What follows belongs to an exercise in optimizing a design on an open flow for a short achievable clock period and few clock cycles; a production flow would make more cautious choices. Function was checked by simulation only, so behaviour that the tests miss may differ from the original. Power and IR drop assume default switching activity.

==> flow/design.v <==
package rv_pkg;
  localparam int xlen = 32;
  localparam logic [6:0] OP_LOAD   = 7'b0000011;
  localparam logic [6:0] OP_ALUI   = 7'b0010011;
  localparam logic [6:0] OP_AUIPC  = 7'b0010111;
  localparam logic [6:0] OP_STORE  = 7'b0100011;
  localparam logic [6:0] OP_ALU    = 7'b0110011;
  localparam logic [6:0] OP_LUI    = 7'b0110111;
  localparam logic [6:0] OP_BRANCH = 7'b1100011;
  localparam logic [6:0] OP_JALR   = 7'b1100111;
  localparam logic [6:0] OP_JAL    = 7'b1101111;
endpackage
`timescale 1ns/1ps
module register_file (
  input  logic                    clk,
  input  logic                    rst,
  input  logic [4:0]              rs1_addr,
  input  logic [4:0]              rs2_addr,
  input  logic [31:1]             wen,
  input  logic [rv_pkg::xlen-1:0] wdata,
  output logic [rv_pkg::xlen-1:0] rs1_data,
  output logic [rv_pkg::xlen-1:0] rs2_data
);
  logic [rv_pkg::xlen-1:0] regs  [1:31];
  logic [rv_pkg::xlen-1:0] value [0:31];
  logic [31:1]             valid;
  always_ff @(posedge clk or negedge rst) begin
    if (!rst) begin
      valid <= '0;
    end else begin
      valid <= valid | wen;
    end
  end
  always_ff @(posedge clk) begin
    for (int i = 1; i < 32; i++) begin
      if (wen[i]) regs[i] <= wdata;
    end
  end
  always_comb begin
    value[0] = '0;
    for (int i = 1; i < 32; i++) value[i] = regs[i] & {rv_pkg::xlen{valid[i]}};
  end
  assign rs1_data = value[rs1_addr];
  assign rs2_data = value[rs2_addr];
endmodule
`timescale 1ns/1ps
module rv_core #(
  parameter logic [rv_pkg::xlen-1:0] reset_pc = '0
) (
  input  logic                    clk,
  input  logic                    rst,
  input  logic                    halt,
  output logic                    mem_req,
  output logic [rv_pkg::xlen-1:0] mem_addr,
  output logic                    mem_we,
  output logic [rv_pkg::xlen-1:0] mem_wdata,
  input  logic                    mem_ack,
  input  logic [rv_pkg::xlen-1:0] mem_rdata
);
  localparam int XL = rv_pkg::xlen;
  function automatic logic [31:1] onehot(input logic [4:0] a);
    for (int i = 1; i < 32; i++) onehot[i] = (a == i);
  endfunction
  logic st_waitf;    
  logic st_fetch;    
  logic st_dec;      
  logic st_exe;      
  logic st_waitd;    
  logic st_data;     
  logic              req_q;
  logic              we_q;
  logic [XL-1:0]     addr_q;
  logic [XL-1:0]     wdata_q;
  assign mem_req   = req_q;
  assign mem_addr  = addr_q;
  assign mem_we    = we_q;
  assign mem_wdata = wdata_q;
  logic [XL-1:0]     pc;
  logic [31:1]       wen;
  logic              ldw;
  logic [XL-1:0]     wd;
  logic [XL-1:0]     ldd;
  logic [31:1]       rd_oh;
  logic [XL-1:0] ins;
  logic [6:0]    op;
  logic [XL-1:0] rs1_data, rs2_data;
  logic [XL-1:0] i_imm, s_imm, b_imm, u_imm, j_imm;
  assign ins   = mem_rdata;
  assign op    = ins[6:0];
  assign i_imm = {{20{ins[31]}}, ins[31:20]};
  assign s_imm = {{20{ins[31]}}, ins[31:25], ins[11:7]};
  assign b_imm = {{20{ins[31]}}, ins[7], ins[30:25], ins[11:8], 1'b0};
  assign u_imm = {ins[31:12], 12'b0};
  assign j_imm = {{12{ins[31]}}, ins[19:12], ins[20], ins[30:21], 1'b0};
  register_file i_register_file (
    .clk      (clk),
    .rst      (rst),
    .rs1_addr (ins[19:15]),
    .rs2_addr (ins[24:20]),
    .wen      (wen | (rd_oh & {31{ldw}})),
    .wdata    (ldw ? ldd : wd),
    .rs1_data (rs1_data),
    .rs2_data (rs2_data)
  );
  logic [XL-1:0] opa;        
  logic [XL-1:0] opr;        
  logic [XL-1:0] aimm;       
  logic [XL-1:0] timm;       
  logic [XL-1:0] luiv;       
  logic [2:0]    f3;
  logic          d_load, d_store, d_branch, d_jal, d_jalr, d_lui, d_auipc, d_arith;
  logic          d_alui, d_sub, d_sra, d_wr;
  always_ff @(posedge clk) begin
    opa  <= rs1_data;
    opr  <= rs2_data;
    aimm <= (op == rv_pkg::OP_STORE) ? s_imm : i_imm;
    timm <= (op == rv_pkg::OP_BRANCH) ? b_imm : (op == rv_pkg::OP_JAL) ? j_imm : u_imm;
  end
  always_ff @(posedge clk) begin
    if (st_fetch) begin
      luiv     <= u_imm;
      rd_oh    <= onehot(ins[11:7]);
      f3       <= ins[14:12];
      d_load   <= op == rv_pkg::OP_LOAD;
      d_store  <= op == rv_pkg::OP_STORE;
      d_branch <= op == rv_pkg::OP_BRANCH;
      d_jal    <= op == rv_pkg::OP_JAL;
      d_jalr   <= op == rv_pkg::OP_JALR;
      d_lui    <= op == rv_pkg::OP_LUI;
      d_auipc  <= op == rv_pkg::OP_AUIPC;
      d_arith  <= (op == rv_pkg::OP_ALU) || (op == rv_pkg::OP_ALUI);
      d_alui   <= op == rv_pkg::OP_ALUI;
      d_sub    <= (op == rv_pkg::OP_ALU) && (ins[31:25] == 7'b0100000);
      d_sra    <= ins[30];
      d_wr     <= (op == rv_pkg::OP_ALU) || (op == rv_pkg::OP_ALUI) || (op == rv_pkg::OP_LUI) ||
                  (op == rv_pkg::OP_AUIPC) || (op == rv_pkg::OP_JAL) || (op == rv_pkg::OP_JALR);
    end
  end
  logic [XL-1:0] opb;
  logic [4:0]    shamt;
  logic [XL-1:0] sh_y;
  assign opb   = d_alui ? aimm : opr;
  assign shamt = d_alui ? aimm[4:0] : opr[4:0];
  always_comb begin
    if (f3[2]) begin
      if (d_sra) sh_y = $signed(opa) >>> {shamt[4:2], 2'b00};
      else sh_y = opa >> {shamt[4:2], 2'b00};
    end else begin
      sh_y = opa << {shamt[4:2], 2'b00};
    end
  end
  logic [3:0][8:0] sum_c0, sum_c1;    
  logic [3:0][8:0] tgt_c0, tgt_c1;    
  logic [3:0][8:0] add_c0, add_c1;    
  logic [3:0][8:0] sub_c0, sub_c1;    
  logic [3:0] eqr, ltr, eqi, lti;        
  logic       ltsr, ltsi;                
  logic [XL-1:0] pc4, oth_q, sh_q;
  logic [1:0]    sh_r;
  logic          sel_sh;
  logic          sel_sum, sel_add, sel_sub, sel_tgt, sel_slt, sel_eq, sel_ltu, sel_lts;
  logic          slt_i, slt_u;
  always_ff @(posedge clk) begin
    for (int k = 0; k < 4; k++) begin
      sum_c0[k] <= {1'b0, opa[8*k +: 8]} + {1'b0, aimm[8*k +: 8]};
      sum_c1[k] <= {1'b0, opa[8*k +: 8]} + {1'b0, aimm[8*k +: 8]} + 9'd1;
      tgt_c0[k] <= {1'b0, pc[8*k +: 8]} + {1'b0, timm[8*k +: 8]};
      tgt_c1[k] <= {1'b0, pc[8*k +: 8]} + {1'b0, timm[8*k +: 8]} + 9'd1;
      add_c0[k] <= {1'b0, opa[8*k +: 8]} + {1'b0, opr[8*k +: 8]};
      add_c1[k] <= {1'b0, opa[8*k +: 8]} + {1'b0, opr[8*k +: 8]} + 9'd1;
      sub_c0[k] <= {1'b0, opa[8*k +: 8]} + {1'b0, ~opr[8*k +: 8]};
      sub_c1[k] <= {1'b0, opa[8*k +: 8]} + {1'b0, ~opr[8*k +: 8]} + 9'd1;
      eqr[k]    <= opa[8*k +: 8] == opr[8*k +: 8];
      ltr[k]    <= opa[8*k +: 8] < opr[8*k +: 8];
      eqi[k]    <= opa[8*k +: 8] == aimm[8*k +: 8];
      lti[k]    <= opa[8*k +: 8] < aimm[8*k +: 8];
    end
    ltsr   <= $signed(opa[31:24]) < $signed(opr[31:24]);
    ltsi   <= $signed(opa[31:24]) < $signed(aimm[31:24]);
    pc4    <= pc + 32'd4;
    sh_q    <= sh_y;
    sh_r    <= shamt[1:0];
    sel_sh  <= d_arith && f3[1:0] == 2'b01;
    if (d_arith && f3 == 3'd4) oth_q <= opa ^ opb;
    else if (d_arith && f3 == 3'd6) oth_q <= opa | opb;
    else if (d_arith && f3 == 3'd7) oth_q <= opa & opb;
    else if (d_arith) oth_q <= '0;
    else if (d_lui) oth_q <= luiv;
    else oth_q <= pc4;
    sel_sum <= d_alui && f3 == 3'd0;
    sel_add <= !d_alui && d_arith && f3 == 3'd0 && !d_sub;
    sel_sub <= !d_alui && d_arith && f3 == 3'd0 && d_sub;
    sel_tgt <= d_auipc;
    sel_slt <= d_arith && f3[2:1] == 2'b01;
    sel_eq  <= !f3[2];
    sel_ltu <= f3[2] && f3[1];
    sel_lts <= f3[2] && !f3[1];
    slt_i   <= d_alui;
    slt_u   <= f3[0];
  end
  function automatic logic [31:0] csel(input logic [3:0][8:0] c0, input logic [3:0][8:0] c1,
                                       input logic cin);
    logic c;
    c = cin;
    for (int k = 0; k < 4; k++) begin
      csel[8*k +: 8] = c ? c1[k][7:0] : c0[k][7:0];
      c = c ? c1[k][8] : c0[k][8];
    end
  endfunction
  function automatic logic lt_of(input logic [3:0] eqc, input logic [3:0] ltc, input logic top);
    lt_of = top || (eqc[3] && (ltc[2] || (eqc[2] && (ltc[1] || (eqc[1] && ltc[0])))));
  endfunction
  logic [XL-1:0] sum, tgt, add_y, sub_y;
  logic          lt_u, lt_s, lti_u, lti_s, take;
  logic [XL-1:0] npc;
  logic [XL-1:0] res;
  assign sum   = csel(sum_c0, sum_c1, 1'b0);
  assign tgt   = csel(tgt_c0, tgt_c1, 1'b0);
  assign add_y = csel(add_c0, add_c1, 1'b0);
  assign sub_y = csel(sub_c0, sub_c1, 1'b1);
  assign lt_u  = lt_of(eqr, ltr, ltr[3]);
  assign lt_s  = lt_of(eqr, ltr, ltsr);
  assign lti_u = lt_of(eqi, lti, lti[3]);
  assign lti_s = lt_of(eqi, lti, ltsi);
  assign take  = ((sel_eq && (&eqr)) || (sel_ltu && lt_u) || (sel_lts && lt_s)) ^ f3[0];
  always_comb begin
    if (d_jalr) npc = {sum[XL-1:1], 1'b0};
    else if (d_jal || (d_branch && take)) npc = {tgt[XL-1:1], 1'b0};
    else npc = pc4;
  end
  logic [XL-1:0] sh_e;
  always_comb begin
    if (f3[2]) begin
      if (d_sra) sh_e = $signed(sh_q) >>> sh_r;
      else sh_e = sh_q >> sh_r;
    end else begin
      sh_e = sh_q << sh_r;
    end
  end
  logic slt_y;
  assign slt_y = slt_i ? (slt_u ? lti_u : lti_s) : (slt_u ? lt_u : lt_s);
  always_comb begin
    if (sel_sum) res = sum;
    else if (sel_add) res = add_y;
    else if (sel_sub) res = sub_y;
    else if (sel_tgt) res = tgt;
    else if (sel_slt) res = {31'b0, slt_y};
    else if (sel_sh) res = sh_e;
    else res = oth_q;
  end
  logic [XL-1:0] sdata;
  logic [XL-1:0] daddr;
  always_ff @(posedge clk) begin
    if (st_dec) sdata <= opr;
    if (st_exe) daddr <= sum;
  end
  always_ff @(posedge clk) begin
    wdata_q <= sdata;
    we_q    <= (st_exe || st_waitd || st_data) && d_store;
    if (st_exe) addr_q <= (d_load || d_store) ? sum : npc;
    else if (st_waitd || st_data) addr_q <= daddr;
    else addr_q <= pc;
  end
  always_ff @(posedge clk) begin
    wd  <= res;
    ldd <= mem_rdata;
  end
  always_ff @(posedge clk or negedge rst) begin
    if (!rst) begin
      req_q <= 1'b0;
    end else begin
      req_q <= !mem_ack && (st_fetch || st_data || st_waitd || (st_waitf && !halt) ||
                            (st_exe && (d_load || d_store || !halt)));
    end
  end
  always_ff @(posedge clk or negedge rst) begin
    if (!rst) begin
      st_waitf <= 1'b1;
      st_fetch <= 1'b0;
      st_dec   <= 1'b0;
      st_exe   <= 1'b0;
      st_waitd <= 1'b0;
      st_data  <= 1'b0;
      pc       <= reset_pc;
      wen      <= '0;
      ldw      <= 1'b0;
    end else begin
      wen <= '0;
      ldw <= 1'b0;
      if (st_waitf) begin
        if (!mem_ack && !halt) begin
          st_waitf <= 1'b0;
          st_fetch <= 1'b1;
        end
      end
      if (st_fetch && mem_ack) begin
        st_fetch <= 1'b0;
        st_dec   <= 1'b1;
      end
      if (st_dec) begin
        st_dec <= 1'b0;
        st_exe <= 1'b1;
      end
      if (st_exe) begin
        st_exe <= 1'b0;
        wen    <= rd_oh & {31{d_wr}};
        pc     <= npc;
        if (d_load || d_store) begin
          if (!mem_ack) begin
            st_data <= 1'b1;
          end else begin
            st_waitd <= 1'b1;
          end
        end else begin
          if (!mem_ack && !halt) begin
            st_fetch <= 1'b1;
          end else begin
            st_waitf <= 1'b1;
          end
        end
      end
      if (st_waitd && !mem_ack) begin
        st_waitd <= 1'b0;
        st_data  <= 1'b1;
      end
      if (st_data && mem_ack) begin
        st_data  <= 1'b0;
        st_waitf <= 1'b1;
        ldw      <= d_load;
      end
    end
  end
endmodule
==> flow/run.sh <==
#!/bin/bash
# synth_recipe.tcl (not shown) runs the flow's synth.tcl, then flattens the netlist and writes it again
# the make line also repeats each setting of config.mk as NAME=value (left out here)
make -C /OpenROAD-flow-scripts/flow DESIGN_CONFIG=/design/flow/config.mk WORK_HOME=/design/flow/orfs CLKGATE_MAP_FILE= SYNTH_SCRIPT=/design/flow/synth_recipe.tcl finish
==> flow/config.mk <==
export PLATFORM = sky130hd
export DESIGN_NAME = rv_core
export DESIGN_NICKNAME = rv_core
export VERILOG_FILES = /design/flow/design.v
export SDC_FILE = /design/flow/constraint.sdc
export NUM_CORES = 4
export LEC_CHECK = 0
export CAP_MARGIN = 20
export CORE_MARGIN = 2
export CORE_UTILIZATION = 35
export CTS_CLUSTER_DIAMETER = 80
export CTS_CLUSTER_SIZE = 25
export PLACE_DENSITY = 0.5
export SETUP_SLACK_MARGIN = 5
export SLEW_MARGIN = 20
==> flow/constraint.sdc <==
create_clock -name core_clock -period 8.0 [get_ports {clk}]
set_input_delay 1.6000 -clock core_clock [delete_from_list [all_inputs] [get_ports {clk}]]
set_output_delay 1.6000 -clock core_clock [all_outputs]
set_load 0.01 [all_outputs]
==> run notes <==
cell usage in the layout, fill, tap and decap left out, types with 41 or more instances in the layout:
cell type	count
buf_2	51
nor4_1	115
dfrtp_1	66
nand2_1	307
nor3_1	64
mux2i_1	198
o21ai_0	116
clkbuf_16	121
buf_12	51
or2_2	55
xor2_1	65
nand2b_1	60
and3_1	69
o221ai_1	80
xnor2_1	113
inv_1	240
ha_1	239
buf_4	296
buf_6	44
nor2_1	288
a21oi_1	195
nand3_1	2057
o211ai_1	43
dfxtp_2	43
mux2_2	88
nand4_1	449
dfxtp_1	543
nor2_4	61
mux4_2	41
edfxtp_1	1118
power by group through the flow:
| stage | Clock [mW] | Sequential [mW] | Combinational, mW |
|---|---|---|---|
| after global routing | 7.27 | 14.0 | 12.0 |
| after detailed placement | 0 | 14.1 | 10.9 |
| after global placement | 0 | 14.0 | 10.8 |
| after CTS | 6.96 | 13.9 | 11.0 |
| final | 6.93 | 14.0 | 11.6 |
| after floorplan | 0 | 13.0 | 6.80 |
worst max path at each step:
stage / from / end / slack [ns] / cells after the start
after CTS: mem_rdata[20] / opr[12] / 4.85 / 8
after floorplan: mem_rdata[21] / opr[0] / 4.83 / 7
after global routing: opa[9] / sub_c1[17] / 4.89 / 8
after global placement: mem_rdata[24] / opr[0] / 2.69 / 8
final: mem_rdata[16] / opa[7] / 4.86 / 9
after detailed placement: mem_rdata[20] / opr[12] / 2.81 / 8
through the flow:
| stage | instance area (um^2) | utilization |
|---|---|---|
| global placement | 90400 | 0.373 |
| global route | 96800 | 0.399 |
| detailed placement | 90400 | 0.373 |
| finish | 96900 | 0.400 |
| floorplan | 85600 | - |
| CTS | 96300 | 0.397 |
synthesized netlist by cell type (28+ instances only):
cell      number  area share
a211oi_1      37      0.0033
nand2b_1      66      0.0048
o22ai_1       29      0.0021
inv_1        244       0.011
clkbuf_1     480       0.021
mux4_2        41       0.011
nor3_1        65      0.0038
nand3_1     2060        0.12
o21ai_0      116      0.0068
o221ai_1      80      0.0082
o211ai_1      43      0.0038
xor2_1        65      0.0067
buf_2         69      0.0041
nor2_1       351       0.015
nand2_1      312       0.014
nor4_1       128      0.0094
a21oi_1      196       0.012
xnor2_1      119       0.012
mux2i_1      201       0.024
dfrtp_1      101       0.030
or2_2         57      0.0042
ha_1         239       0.035
nor2b_1       41      0.0030
a21o_1        71      0.0063
edfxtp_1    1118        0.39
and3_1        69      0.0051
a31oi_1       28      0.0021
buf_1         43      0.0019
dfxtp_1      590        0.14
nand4_1      449       0.033
mux2_2        88       0.012
metal layers:
metal,track usage,wire length (um),vias up
li1,-,-,30100
met1,0.428,160000,37400
met2,0.494,181000,7098
met3,0.132,64400,2094
met4,0.214,37000,14
met5,0.00733,171,-
cell families after synthesis:
group                      Yosys count  share of synthesized area
and+or+nand+nor                   3687                      0.221
DFF                               1810                      0.563
adders and majority gates          255                     0.0389
xor gates and xnor gates           184                     0.0189
AOI/OAI and AO/OA                  839                     0.0687
buffers and inverters              854                     0.0393
muxes                              352                     0.0501
flip-flops by register name, summed over array words and instances, names as in the netlist, 34 cells and up:
signal	cells
i_register_file.regs	992
sum_c0	35
add_c0	35
tgt_c0	34
layout make-up:
class | count | area, um^2
multi-input combinational | 5319 | 34800
tap | 3202 | 4010
sequential | 1810 | 48100
clock buffer | 132 | 3050
timing repair inverter | 2 | 12.5
inverter | 250 | 970
antenna | 30 | 75.1
timing repair buffer | 505 | 4840
clock inverter | 84 | 1090
fill | 23300 | 146000
worst register-to-register path, delay by kind of cell (launching register included):
| kind | cells | cell delay [ns] |
|---|---|---|
| AOI/OAI and AO/OA | 2 | 0.73 |
| xor gates and xnor gates | 2 | 0.46 |
| adders and majority gates | 1 | 0.45 |
| buffers and inverters | 2 | 0.45 |
| and+or+nand+nor | 2 | 0.40 |
| DFF | 1 | 0.38 |
repair_timing:
item	in CTS	in global routing
gates resized for setup	421	110
hold buffers	0	0
buffers inserted	121	29
gates cloned	8	5
pin swaps	42	15
endpoints found under the setup margin	355	141
==> flow_metrics.py <==
metrics = {
    "status": {
        "status": "complete, no violations",
    },
    "timing": {
        "tns_ns": 0,
        "holdWs_ns": 0.338,
        "fin_ws_ns": 4.86,
        "worstMarginPinSlew_ns": 1.30,
        "fmax_mhz": 318,
        "finalHoldViolCount": 0,
        "rsz0062_at_grt": "yes",
        "maxSlewHeadroom": 0.131,
        "setup_viol": 0,
        "fin_crit_ns": 3.14,
        "slew_violations": 0,
        "fin_skew_ns": 0.0575,
        "fin_crit_sh": 0.393,
    },
    "drt": {
        "wl_um": 443000,
        "viasPerCell": 6.77,
        "drt_iter0_drc": 14100,
        "ant_nets": 0,
        "drc": 0,
        "wl_per_cell_um": 39.1,
        "dr_total_vias": 76700,
        "firstDrtPassIters": 13,
    },
    "run": {
        "cap_violations": 0,
    },
    "placement": {
        "portBuffers": 101,
        "gp_congestion": 0.980,
        "dp_slack_ns": 2.81,
        "dp_hpwl_um": 267000,
        "place_inst": 10900,
    },
    "global_route": {
        "globalRoute.totalOverflow": 0,
        "antenna_found_initial": 29,
        "globalRouteTotalUtil": 0.342,
        "grt_max_degree": 69,
        "first_global_vias": 70100,
        "grt_pass1_wl_um": 588000,
    },
    "clock_tree": {
        "clk_latency_ns": 0.87,
        "cts_tree": "built",
        "clockBufferDepth": 3,
        "clock-sinks": 1810,
        "clockRootBuffer": "clkbuf_16",
        "clk_pin_slew_ns": 0.09,
        "htreeDepth": 3,
        "cts-buffers-inserted": 115,
    },
    "critical_path": {
        "crit_slowest_cell": "or3b_4",
        "arrival_ns": 3.93,
        "critPathBufInv": 3,
        "crit_path_end_kind": "flip-flop",
        "r2r_slack_ns": 5.01,
        "critPathMostFrequentCell": "buf_4",
        "path_class": "input pin to flip-flop",
        "required_ns": 8.79,
        "reg2reg_to": "add_c1[17]",
        "cp_max_fo": 13,
        "cpPeakStageDelay_ns": 0.47,
        "critical_path.startpoint_type": "input pin",
        "cp_top_family": "simple AND/OR/NAND/NOR gates",
        "path_cells": "clkdlybuf4s15_2 > buf_4 > or3b_4 > nor2_4 > buf_4 > nand3_1 > nand4_1 > nor4_2 > nand2_1",
        "r2r_cells": 9,
        "reg2reg_from": "opr[10]",
    },
    "min_path": {
        "hp-class": "flip-flop to flip-flop",
        "hold-path-endpoint": "wdata_q[17]",
        "worstHoldStart": "sdata[17]",
        "whs_path_depth": 0,
    },
    "layout": {
        "drive_gt1_frac": 0.144,
        "syn2layout_area_growth_pct": 13.8,
        "fin_nets": 8294,
        "finalNonFillerCells": 11300,
    },
    "synthesis": {
        "ys_types": 84,
        "ys.flop_type": "edfxtp_1",
        "yosysSeqAreaShare": 0.563,
        "syn_avg_cell_area_um2": 10.7,
        "yosysWarnings": 4,
        "yosys_register_bits": 1810,
        "synthArstFlopShare": 0.0564,
        "synth_edf_count": 1118,
        "synthCells": 7981,
        "synthesis.nets": 8272,
        "syn_area_um2": 85200,
    },
    "floorplanning": {
        "core_area_um2": 243000,
        "io_pins": 102,
        "dieArea_um2": 247000,
        "die_h_um": 497,
        "die_x_um": 497,
        "initial_core_util": 0.351,
        "fp-row-count": 181,
    },
    "power_and_ir_drop": {
        "p_sw_frac": 0.425,
        "p_switching_mw": 13.8,
        "seqPwrFrac": 0.430,
        "p_int_mw": 18.7,
        "clkPwrFrac": 0.213,
        "power.total_mw": 32.5,
        "combPwrFrac": 0.357,
        "ir_drop_v": 0.000300,
        "p_leak_nw": 35.2,
        "power_density_nw_per_um2": 336,
    },
}
Testbench counts, summed over its fixed seeds: cycles 91,029.

static timing again, ports no longer ideal:
The results above use ideal ports. As a check the final layout listed here was re-extracted and re-timed, cells and wires unchanged.
Step 1 (the two cells are an assumption about what drives the block):
set clk [get_ports {clk}]
set_driving_cell -lib_cell sky130_fd_sc_hd__clkbuf_16 $clk
set_driving_cell -lib_cell sky130_fd_sc_hd__buf_2 [delete_from_list [all_inputs] $clk]
Step 2 adds t to the input delays and takes it off the output delays; t is the mean of the earliest and latest rising clock arrival at the registers after step 1. Input paths then give back, and output paths get back, about the clock's delay inside the block.
Three values: no drivers, after step 1, after step 2; two values: the first two.
shift t [ns]: 0.935
slack for setup (ns): 4.858 / 4.927 / 3.991
worst register clock-pin slew, ns: 0.11 / 0.11
cell pins on the clock port's net: 1
After both steps setup and hold are still met in this run. The setup slack of this run moves by +0.069 ns with the drivers and by -0.867 ns with both steps.
